This design comes from an exercise in tuning for small area, a short achievable clock period and few clock cycles on the open sky130 flow, not from production work.
Where RTL was checked, it was by simulation tests only, not by an equivalence proof against the original.

Setup of v6:
==> flow/design.v (excerpt) <==
module acc_top (
  input  logic        clk,
  input  logic        arst_n,
  input  logic        reg_wr_en,
  input  logic [2:0]  reg_wr_addr,
  input  logic [31:0] reg_wr_data,
  input  logic [2:0]  reg_rd_addr,
  output logic [31:0] reg_rd_data,
  output logic        mem_req,
  output logic [15:0] mem_addr,
  input  logic        mem_gnt,
  input  logic        mem_rvalid,
  input  logic [31:0] mem_rdata,
  output logic        out_valid,
  output logic [31:0] out_data,
  output logic        out_last,
  input  logic        out_credit
);
  logic [15:0] k_base, k_len, x_base, x_len, a_base, a_len;
  logic        busy;
  logic [7:0]  done_cnt;
  logic        ctrl_go;
  logic        job_done;
  assign ctrl_go = reg_wr_en && (reg_wr_addr == 3'd6) && reg_wr_data[0] && !busy;
  always_ff @(posedge clk or negedge arst_n) begin
    if (!arst_n) begin
      k_base <= '0;
      k_len  <= '0;
      x_base <= '0;
      x_len  <= '0;
      a_base <= '0;
      a_len  <= '0;
    end else if (reg_wr_en) begin
      case (reg_wr_addr)
        3'd0: k_base <= reg_wr_data[15:0];
        3'd1: k_len  <= reg_wr_data[15:0];
        3'd2: x_base <= reg_wr_data[15:0];
        3'd3: x_len  <= reg_wr_data[15:0];
        3'd4: a_base <= reg_wr_data[15:0];
        3'd5: a_len  <= reg_wr_data[15:0];
        default: ;
      endcase
    end
  end
  always_ff @(posedge clk or negedge arst_n) begin
    if (!arst_n) begin
      busy     <= 1'b0;
      done_cnt <= '0;
    end else if (ctrl_go) begin
      busy <= 1'b1;
    end else if (job_done) begin
      busy     <= 1'b0;
      done_cnt <= done_cnt + 1'b1;
    end
  end
  always_comb begin
    reg_rd_data = '0;
    case (reg_rd_addr)
      3'd0: reg_rd_data[15:0] = k_base;
      3'd1: reg_rd_data[15:0] = k_len;
      3'd2: reg_rd_data[15:0] = x_base;
      3'd3: reg_rd_data[15:0] = x_len;
      3'd4: reg_rd_data[15:0] = a_base;
      3'd5: reg_rd_data[15:0] = a_len;
      3'd6: begin
        reg_rd_data[0]    = busy;
        reg_rd_data[15:8] = done_cnt;
      end
      default: ;
    endcase
  end
  logic [15:0] kp, xp, ap;    
  logic [15:0] pairs_left;    
  logic        iss_x;         
  logic        iss_a;         
  logic [2:0]  a_req;         
  logic        started;       
  logic        spec_ok;       
  logic        drain;         
  ...
export LEC_CHECK = 0
export ABC_CLOCK_PERIOD_IN_PS = 3000
export CAP_MARGIN = 20
export CORE_MARGIN = 2
export CORE_UTILIZATION = 58
export CTS_CLUSTER_DIAMETER = 120
export CTS_CLUSTER_SIZE = 22
export SETUP_SLACK_MARGIN = 3.0
export SLEW_MARGIN = 20
export TNS_END_PERCENT = 0
create_clock -name core_clock -period 6.0 [get_ports {clk}]
standard.sh (not shown) runs the stock make flow with config.mk's settings and CLKGATE_MAP_FILE= SYNTH_SCRIPT=/design/flow/synth_recipe.tcl, a recipe that flattens the netlist after the stock synthesis.
==> flow/flow/run.sh <==
#!/bin/bash
# The standard layout, with the port buffers made from the smallest buffer
# cell instead of the default pick; repair still resizes them where needed.
set -o pipefail
export BUFFER_PORTS_ARGS="-buffer_cell sky130_fd_sc_hd__buf_1"
bash standard.sh 2>&1 | tee standard.log
v6 | stages: all done | timing, DRC, antenna: all pass
Testbench counts of v6, summed over its fixed seeds: cycles 8,860.
> inputs changed (v6 -> v7)
--- a/flow/design.v
+++ b/flow/design.v
@@ -152,24 +152,23 @@
   logic [2:0]  a_req;         
   logic        started;       
   logic        spec_ok;       
   logic        drain;         
   logic [2:0]  outst;         
   logic [2:0]  credits;       
   logic        grant;
   logic [15:0] addr_inc;
   logic        desc_wr;
   logic        restart;       
   logic        spec_go;       
-  logic [2:0]  tag_rd;        
-  logic [7:0]  tag_a;         
+  logic [2:0]  job_out;       
   assign desc_wr = reg_wr_en && (reg_wr_addr <= 3'd5);
   assign restart = ctrl_go && !spec_ok;
   assign mem_req  = busy && !drain && (outst <= 3'd5) &&
                     (!iss_a || (started && (credits != 3'd0)));
   assign mem_addr = iss_a ? ap : (iss_x ? xp : kp);
   assign grant    = mem_req && mem_gnt;
   assign addr_inc = mem_addr + 1'b1;
   assign spec_go  = grant && iss_a && (a_req == 3'd3);
   always_ff @(posedge clk) begin
     if (restart || spec_go) begin
       kp         <= k_base;
@@ -185,51 +184,51 @@
         a_req <= a_req + 1'b1;
       end else if (!iss_x) begin
         kp    <= addr_inc;
         iss_x <= 1'b1;
       end else begin
         xp         <= addr_inc;
         iss_x      <= 1'b0;
         pairs_left <= pairs_left - 1'b1;
         if (pairs_left == 16'd1) iss_a <= 1'b1;
       end
     end
-    if (grant) tag_a[tag_rd + outst] <= iss_a;
   end
   always_ff @(posedge clk or negedge arst_n) begin
     if (!arst_n) begin
       outst   <= '0;
       credits <= 3'd4;
-      tag_rd  <= '0;
+      job_out <= '0;
       started <= 1'b0;
       spec_ok <= 1'b0;
       drain   <= 1'b0;
     end else begin
       outst   <= outst + 3'(grant) - 3'(mem_rvalid);
       credits <= credits - 3'(grant && iss_a) + 3'(out_credit);
-      if (mem_rvalid) tag_rd <= tag_rd + 1'b1;
+      if (ctrl_go) job_out <= outst - 3'(mem_rvalid);
+      else job_out <= job_out + 3'(grant && started) - 3'(mem_rvalid && (job_out != 3'd0));
       if (ctrl_go)      started <= 1'b1;
       else if (spec_go) started <= 1'b0;
       if (spec_go)                  spec_ok <= !desc_wr;
       else if (desc_wr || ctrl_go)  spec_ok <= 1'b0;
       if (restart || drain) drain <= (outst - 3'(mem_rvalid) != 3'd0);
     end
   end
   logic        rsp_a;       
   logic        rsp_x;       
   logic [2:0]  a_rsp;       
   logic [2:0]  a_out;       
   logic        rv_k, rv_x, rv_a;
   logic [31:0] k_reg;       
   logic [31:0] x_reg;       
-  assign rsp_a = tag_a[tag_rd];
+  assign rsp_a = (job_out != 3'd0) && (job_out <= (started ? a_req : 3'd4));
   assign rv_a  = mem_rvalid && !drain && rsp_a;
   assign rv_k  = mem_rvalid && !drain && !rsp_a && !rsp_x;
   assign rv_x  = mem_rvalid && !drain && !rsp_a && rsp_x;
   always_ff @(posedge clk) begin
     if (restart) rsp_x <= 1'b0;
     else if (rv_k || rv_x) rsp_x <= !rsp_x;
     if (ctrl_go) a_rsp <= '0;
     else if (rv_a) a_rsp <= a_rsp + 1'b1;
     if (rv_k || (rv_a && !a_rsp[0])) k_reg <= mem_rdata;
     if (rv_x || (rv_a && a_rsp[0]))  x_reg <= mem_rdata;
   end
## What came out
v6 was larger in final cell area than v7. From v6 to v7 the numbers moved as follows: initial cell density of the core has decreased, count of inverters other than clock inverters in the layout lower, count of state elements after synthesis shows a reduction of 8, number of endpoints with negative hold slack in the final report held. v7 vs v6, global-route usage went down by 0.50 points. Compared to v6, the router laid down less metal wire for v7. Cell count: v7 vs v6 down about 1.4%. The area after synthesis in v7 sits about 1.5% below the value recorded for v6. Delta (v7 minus v6): count of cells resized by post-cts repair went down; chip width has decreased.
Testbench counts of v7, summed over its fixed seeds: cycles 8,860.

========
Another version of the RTL of acc_top (not shown whole).
Size: roughly 160 I/O pins, roughly 25000 µm² of cells after synthesis.
==> module acc_top, before the edit <==
module acc_top (
  input  logic        clk,
  input  logic        arst_n,
  input  logic        reg_wr_en,
  input  logic [2:0]  reg_wr_addr,
  input  logic [31:0] reg_wr_data,
  input  logic [2:0]  reg_rd_addr,
  output logic [31:0] reg_rd_data,
  output logic        mem_req,
  output logic [15:0] mem_addr,
  input  logic        mem_gnt,
  input  logic        mem_rvalid,
  input  logic [31:0] mem_rdata,
  output logic        out_valid,
  output logic [31:0] out_data,
  output logic        out_last,
  input  logic        out_credit
);
  logic [15:0] k_base, k_len, x_base, x_len, a_base, a_len;
  logic        busy;
  logic [7:0]  done_cnt;
  logic        ctrl_go;
  logic        job_done;
  assign ctrl_go = reg_wr_en && (reg_wr_addr == 3'd6) && reg_wr_data[0] && !busy;
  always_ff @(posedge clk or negedge arst_n) begin
    if (!arst_n) begin
      k_base <= '0;
      k_len  <= '0;
      x_base <= '0;
      x_len  <= '0;
      a_base <= '0;
      a_len  <= '0;
    end else if (reg_wr_en) begin
      case (reg_wr_addr)
        3'd0: k_base <= reg_wr_data[15:0];
        3'd1: k_len  <= reg_wr_data[15:0];
        3'd2: x_base <= reg_wr_data[15:0];
        3'd3: x_len  <= reg_wr_data[15:0];
        3'd4: a_base <= reg_wr_data[15:0];
        3'd5: a_len  <= reg_wr_data[15:0];
        default: ;
      endcase
    end
  end
  always_ff @(posedge clk or negedge arst_n) begin
    if (!arst_n) begin
      busy     <= 1'b0;
      done_cnt <= '0;
    end else if (ctrl_go) begin
      busy <= 1'b1;
    end else if (job_done) begin
      busy     <= 1'b0;
      done_cnt <= done_cnt + 1'b1;
    end
  end
  always_comb begin
    reg_rd_data = '0;
    case (reg_rd_addr)
      3'd0: reg_rd_data[15:0] = k_base;
      3'd1: reg_rd_data[15:0] = k_len;
      3'd2: reg_rd_data[15:0] = x_base;
      3'd3: reg_rd_data[15:0] = x_len;
      3'd4: reg_rd_data[15:0] = a_base;
      3'd5: reg_rd_data[15:0] = a_len;
      3'd6: begin
        reg_rd_data[0]    = busy;
        reg_rd_data[15:8] = done_cnt;
      end
      default: ;
    endcase
  end
  logic [15:0] kp, xp, ap;    
  logic [15:0] pairs_left;    
  logic        iss_x;         
  logic        iss_a;         
  logic        iss_end;       
  logic [2:0]  a_req;         
  logic [2:0]  outst;         
  logic [2:0]  credits;       
  logic        grant;
  logic [15:0] addr_inc;
  assign mem_req  = busy && !iss_end && (outst <= 3'd5) && (!iss_a || (credits != 3'd0));
  assign mem_addr = iss_a ? ap : (iss_x ? xp : kp);
  assign grant    = mem_req && mem_gnt;
  assign addr_inc = mem_addr + 1'b1;
  always_ff @(posedge clk) begin
    if (ctrl_go) begin
      kp         <= k_base;
      xp         <= x_base;
      ap         <= a_base;
      pairs_left <= k_len;
      iss_x      <= 1'b0;
      iss_a      <= 1'b0;
      iss_end    <= 1'b0;
      a_req      <= '0;
    end else if (grant) begin
      if (iss_a) begin
        ap    <= addr_inc;
        a_req <= a_req + 1'b1;
        if (a_req == 3'd3) iss_end <= 1'b1;
      end else if (!iss_x) begin
        kp    <= addr_inc;
        iss_x <= 1'b1;
      end else begin
        xp         <= addr_inc;
        iss_x      <= 1'b0;
        pairs_left <= pairs_left - 1'b1;
        if (pairs_left == 16'd1) iss_a <= 1'b1;
      end
    end
  end
  always_ff @(posedge clk or negedge arst_n) begin
    if (!arst_n) begin
      outst   <= '0;
      credits <= 3'd4;
    end else begin
      outst   <= outst + 3'(grant) - 3'(mem_rvalid);
      credits <= credits - 3'(grant && iss_a) + 3'(out_credit);
    end
  end
  logic        rsp_a;       
  logic        rsp_x;       
  logic [2:0]  a_rsp;       
  logic [2:0]  a_out;       
  logic        rv_k, rv_x, rv_a;
  logic [31:0] k_reg;       
  logic [31:0] x_reg;       
  assign rsp_a = (outst <= a_req);
  assign rv_a  = mem_rvalid && rsp_a;
  assign rv_k  = mem_rvalid && !rsp_a && !rsp_x;
  assign rv_x  = mem_rvalid && !rsp_a && rsp_x;
  always_ff @(posedge clk) begin
    if (ctrl_go) begin
      rsp_x <= 1'b0;
      a_rsp <= '0;
    end else begin
      if (rv_k || rv_x) rsp_x <= !rsp_x;
      if (rv_a) a_rsp <= a_rsp + 1'b1;
    end
    if (rv_k || (rv_a && !a_rsp[0])) k_reg <= mem_rdata;
    if (rv_x || (rv_a && a_rsp[0]))  x_reg <= mem_rdata;
  end
  logic        par;
  logic        first;       
  logic        mac1, mac2;  
  logic [15:0] k_op;        
  logic [7:0]  ring_a [4][2];
  logic [7:0]  ring_b [4][2];
  always_ff @(posedge clk or negedge arst_n) begin
    if (!arst_n) begin
      mac1 <= 1'b0;
      mac2 <= 1'b0;
    end else begin
      mac1 <= rv_x;
      mac2 <= mac1;
    end
  end
  always_ff @(posedge clk) begin
    par <= ctrl_go ? 1'b0 : !par;
    if (ctrl_go) first <= 1'b1;
    else if (mac2) first <= 1'b0;
    if (rv_x || mac1) k_op <= par ? k_reg[15:0] : k_reg[31:16];
    else              k_op <= '0;
  end
  for (genvar r = 0; r < 4; r++) begin : g_row
    for (genvar j = 0; j < 2; j++) begin : g_unit
      logic [7:0] base;
      logic [7:0] sum;
      assign base = first ? 8'd0 : ring_a[r][j];
      mac8 u_mac (.x(x_reg[8*r +: 8]), .k(k_op[8*j +: 8]), .acc(base), .s(sum));
      always_ff @(posedge clk) begin
        ring_a[r][j] <= ring_b[r][j];
        ring_b[r][j] <= sum;
      end
    end
  end
  logic [1:0]  oc;
  logic        in_a;
  logic        col_busy;
  logic [31:0] psum;
  assign oc       = a_out[1:0];
  assign in_a     = (oc[1] == par);
  assign col_busy = mac2 && in_a;    
  assign psum     = oc[0] ? x_reg : k_reg;
  always_comb begin
    for (int r = 0; r < 4; r++) begin
      out_data[8*r +: 8] = (in_a ? ring_a[r][oc[0]] : ring_b[r][oc[0]]) + psum[8*r +: 8];
    end
  end
  assign out_valid = busy && (a_rsp != a_out) && !col_busy;
  assign out_last  = (oc == 2'd3);
  assign job_done  = out_valid && out_last;
  always_ff @(posedge clk) begin
    if (ctrl_go) a_out <= '0;
    else if (out_valid) a_out <= a_out + 1'b1;
  end
endmodule
clock: 6.0 ns
lec_check: 0
abc_clock_period_in_ps: 3000
cap_margin: 20
core_margin: 2
core_utilization: 40
setup_slack_margin: 2.8
slew_margin: 20
run.sh (not shown) runs the stock make flow with config.mk's settings and CLKGATE_MAP_FILE= SYNTH_SCRIPT=/design/flow/synth_recipe.tcl, a recipe that flattens the netlist after the stock synthesis.
Stock flow here: none of the scripts above is used.
Next try:
--- a/flow/design.v
+++ b/flow/design.v
@@ -246,19 +246,34 @@
   logic        col_busy;
   logic [31:0] psum;
   assign oc       = a_out[1:0];
-  assign in_a     = (oc[1] == par);
   assign col_busy = mac2 && in_a;    
   assign psum     = oc[0] ? x_reg : k_reg;
+  logic        emit;
+  logic [31:0] sum_out;
   always_comb begin
     for (int r = 0; r < 4; r++) begin
-      out_data[8*r +: 8] = (in_a ? ring_a[r][oc[0]] : ring_b[r][oc[0]]) + psum[8*r +: 8];
-    end
-  end
-  assign out_valid = busy && (a_rsp != a_out) && !col_busy;
-  assign out_last  = (oc == 2'd3);
-  assign job_done  = out_valid && out_last;
-  always_ff @(posedge clk) begin
-    if (ctrl_go) a_out <= '0;
-    else if (out_valid) a_out <= a_out + 1'b1;
+      sum_out[8*r +: 8] = (in_a ? ring_a[r][oc[0]] : ring_b[r][oc[0]]) + psum[8*r +: 8];
+    end
+  end
+  assign emit = busy && (a_rsp != a_out) && !col_busy;
+  always_ff @(posedge clk or negedge arst_n) begin
+    if (!arst_n) out_valid <= 1'b0;
+    else         out_valid <= emit;
+  end
+  always_ff @(posedge clk) begin
+    out_data <= sum_out;
+    out_last <= (oc == 2'd3);
+  end
+  assign job_done = out_valid && out_last;
+  always_ff @(posedge clk) begin
+    if (ctrl_go) begin
+      a_out <= '0;
+      in_a  <= 1'b1;
+    end else if (emit) begin
+      a_out <= a_out + 1'b1;
+      in_a  <= ((oc[1] ^ oc[0]) == !par);
+    end else begin
+      in_a  <= (oc[1] == !par);
+    end
   end
 endmodule
First-iteration DRC count goes down by roughly a tenth; cell area goes down slightly; worst setup slack is better by 0.79 ns; global-route usage goes down by 0.49 points; cell count goes down slightly; critical path depth goes up by 1; sequential share of layout area goes up by 2.7 points; routed wire length goes down by a few percent; non-clock buffer count goes down by 70; hold slack is worse by 0.020 ns; count of clock-buffer cells in the layout goes down by 13.
Testbench counts after the change, summed over its fixed seeds: cycles 9,964.
For the first run of this note, only the layout was checked, not whether the RTL still works.

re-timing with driven ports:
No port has a modelled driver above. Below, the same layouts with a new extraction and two added sets of constraints.
Step 1 sets driving cells, clkbuf_16 on the clock port and buf_2 on the other inputs (assumed; they add their load-dependent delay and slew).
Step 2 moves the port delays by t, midway between the first and last clock arrival at a register: inputs arrive t later, outputs are due t later. That takes back most of the time a late clock gives input paths.
a / b / c = no drivers / after step 1 / after step 2; a / b = the first two.
run | t, ns | setup WS [ns] | worst register clock-pin slew, ns
v6 | 0.645 | 2.492 / 2.361 / 2.068 | 0.10 / 0.10
v7 | 0.625 | 2.455 / 2.366 / 2.366 | 0.10 / 0.10
the first run of note 2 | 0.655 | 1.498 / 1.434 / 2.089 | 0.06 / 0.06
the second run of note 2 | 0.667 | 2.290 / 2.277 / 2.277 | 0.06 / 0.06
After both steps setup and hold are still met in every run listed. For v6, which loses most, drivers alone change the setup slack by -0.131 ns; drivers and shift together by -0.424 ns.
